This is an optimization exercise on Yosys and OpenROAD, whose aim is small area, not a production implementation.
In this exercise RTL edits were held to simulation tests only and were not proved equivalent to the original.
Power is estimated from default activity; no workload was simulated.

==> flow/design.v (excerpt) <==
module rv_core_top (
   input  logic        clk,
   input  logic        rst_n,
   input  logic        instr_valid,
   input  rv_core_pkg::instr_u      instr,
   output logic        wb_valid,
   output logic [4:0]  wb_rd,
   output logic [31:0] wb_data,
   output logic        br_valid,
   output logic        br_taken,
   output logic [31:0] br_offset,
   output logic        illegal
);
For scale: ~6700 cells after synthesis, roughly 3200 flip-flops, roughly 110 I/O pins, about 0.12 sq mm of cells after synthesis.
==> module rd_bit, before the edit <==
module rd_bit #(
   parameter int N = 32
) (
   input  logic [N-1:0] d,
   input  logic [N-1:0] s,
   output logic         y
);
   localparam int NG = (N + 2) / 3;           
   localparam int NH = (NG + 3) / 4;          
   logic [NG-1:0]   lo;
   logic [NH-1:0]   hi;
   for (genvar g = 0; g < NG; g++) begin : g_lo
      if (3 * g + 2 < N) begin : g3
         c_aoi3 u (.d0(d[3*g]), .s0(s[3*g]), .d1(d[3*g+1]), .s1(s[3*g+1]),
                    .d2(d[3*g+2]), .s2(s[3*g+2]), .y(lo[g]));
      end else if (3 * g + 1 < N) begin : g2
         c_aoi3 u (.d0(d[3*g]), .s0(s[3*g]), .d1(d[3*g+1]), .s1(s[3*g+1]),
                   .d2(d[3*g+1]), .s2(s[3*g+1]), .y(lo[g]));
      end else begin : g1
         c_nand2 u (.a(d[3*g]), .b(s[3*g]), .y(lo[g]));
      end
   end
   for (genvar h = 0; h < NH; h++) begin : g_hi
      if (NG - 4 * h >= 4) begin : n4
         c_nand4 u (.a(lo[4*h]), .b(lo[4*h+1]), .c(lo[4*h+2]), .d(lo[4*h+3]), .y(hi[h]));
      end else if (NG - 4 * h == 3) begin : n3
         c_nand3 u (.a(lo[4*h]), .b(lo[4*h+1]), .c(lo[4*h+2]), .y(hi[h]));
      end else if (NG - 4 * h == 2) begin : n2
         c_nand2 u (.a(lo[4*h]), .b(lo[4*h+1]), .y(hi[h]));
      end else begin : n1
         c_inv u (.a(lo[4*h]), .y(hi[h]));
      end
   end
   assign y = |hi;
endmodule
Settings: LEC_CHECK=0, CAP_MARGIN=20, CORE_MARGIN=2, CORE_UTILIZATION=55, SLEW_MARGIN=20, SYNTH_HIERARCHICAL=1; clock period 9.0 ns.
standard.sh (not shown) runs the stock make flow with config.mk's settings and CLKGATE_MAP_FILE= SYNTH_SCRIPT=/design/flow/synth_recipe.tcl, a recipe that flattens the netlist after the stock synthesis.
==> flow/flow/run.sh <==
#!/bin/bash
# Own layout flow: the standard flow (standard.sh, ORFS make) with
# changes passed through ORFS's own variables:
#  - clock tree synthesis without dummy loads, from clkbuf_8 leaf buffers
#    driving clusters of up to 16 flip-flops
#  - port buffers of the smallest buffer cell
# Every tool's output goes to the ORFS logs under orfs/logs; make's own
# output goes to flow_make.log here.
set -euo pipefail
export CTS_ARGS="-sink_clustering_enable -repair_clock_nets -dont_use_dummy_load -buf_list {sky130_fd_sc_hd__clkbuf_8} -sink_clustering_size 16 -sink_clustering_max_diameter 60"
export BUFFER_PORTS_ARGS="-buffer_cell sky130_fd_sc_hd__buf_1"
bash standard.sh finish > flow_make.log 2>&1
Then changed:
--- a/flow/design.v
+++ b/flow/design.v
@@ -1039,11 +1039,11 @@
    input  logic [N-1:0] s,
    output logic         y
 );
    localparam int NG = (N + 2) / 3;           
    localparam int NH = (NG + 3) / 4;          
-   logic [NG-1:0]   lo;
+   logic [4*NH-1:0] lo;
    logic [NH-1:0]   hi;
    for (genvar g = 0; g < NG; g++) begin : g_lo
       if (3 * g + 2 < N) begin : g3
          c_aoi3 u (.d0(d[3*g]), .s0(s[3*g]), .d1(d[3*g+1]), .s1(s[3*g+1]),
                     .d2(d[3*g+2]), .s2(s[3*g+2]), .y(lo[g]));
@@ -1052,20 +1052,15 @@
                    .d2(d[3*g+1]), .s2(s[3*g+1]), .y(lo[g]));
       end else begin : g1
          c_nand2 u (.a(d[3*g]), .b(s[3*g]), .y(lo[g]));
       end
    end
+   for (genvar g = NG; g < 4 * NH; g++) begin : g_pad
+      assign lo[g] = 1'b1;
+   end
    for (genvar h = 0; h < NH; h++) begin : g_hi
-      if (NG - 4 * h >= 4) begin : n4
-         c_nand4 u (.a(lo[4*h]), .b(lo[4*h+1]), .c(lo[4*h+2]), .d(lo[4*h+3]), .y(hi[h]));
-      end else if (NG - 4 * h == 3) begin : n3
-         c_nand3 u (.a(lo[4*h]), .b(lo[4*h+1]), .c(lo[4*h+2]), .y(hi[h]));
-      end else if (NG - 4 * h == 2) begin : n2
-         c_nand2 u (.a(lo[4*h]), .b(lo[4*h+1]), .y(hi[h]));
-      end else begin : n1
-         c_inv u (.a(lo[4*h]), .y(hi[h]));
-      end
+      c_nand4 u (.a(lo[4*h]), .b(lo[4*h+1]), .c(lo[4*h+2]), .d(lo[4*h+3]), .y(hi[h]));
    end
    assign y = |hi;
 endmodule
 module c_inv   (input logic a, output logic y);          assign y = ~a;            endmodule
 module c_nand2 (input logic a, b, output logic y);       assign y = ~(a & b);      endmodule
After rerunning: The new run finished clean. Sequential share of layout area goes down by 0.46 points. Area after synthesis is higher by 0.43%. Clock power barely changes. Clock-buffer cell count rises by 1. Final cell count increases by 2.1%. Die area rose by 0.42%. First-iteration DRC count shrinks by 6.9%. Maximum frequency rose by 1.3%. Total power goes down by 6.7%. Synthesized cell count increases by 1.4%. Wire length is lower by 1.3%. Cell area grows by 0.65%. Utilization rises by 0.27 points.

what the ideal ports hide:
Ports are ideal in the flow. The routed layouts listed here were re-timed in OpenROAD. Step 1 sets driving cells, clkbuf_16 on the clock port and buf_2 on the other inputs (assumed; they add their load-dependent delay and slew). Step 2 moves the port delays by t, midway between the first and last clock arrival at a register: inputs arrive t later, outputs are due t later. That takes back most of the time a late clock gives input paths. Three values: no drivers, after step 1, after step 2; two values: the first two.
run	shift t [ns]	setup slack, ns	worst setup path at the end	worst register clock-pin slew, ns
the first run	1.121	0.293 / 0.198 / 1.319	register to output	0.11 / 0.11
the second run	1.117	0.406 / 0.310 / 0.983	register to register	0.11 / 0.11
After both steps every run listed still meets setup and hold.
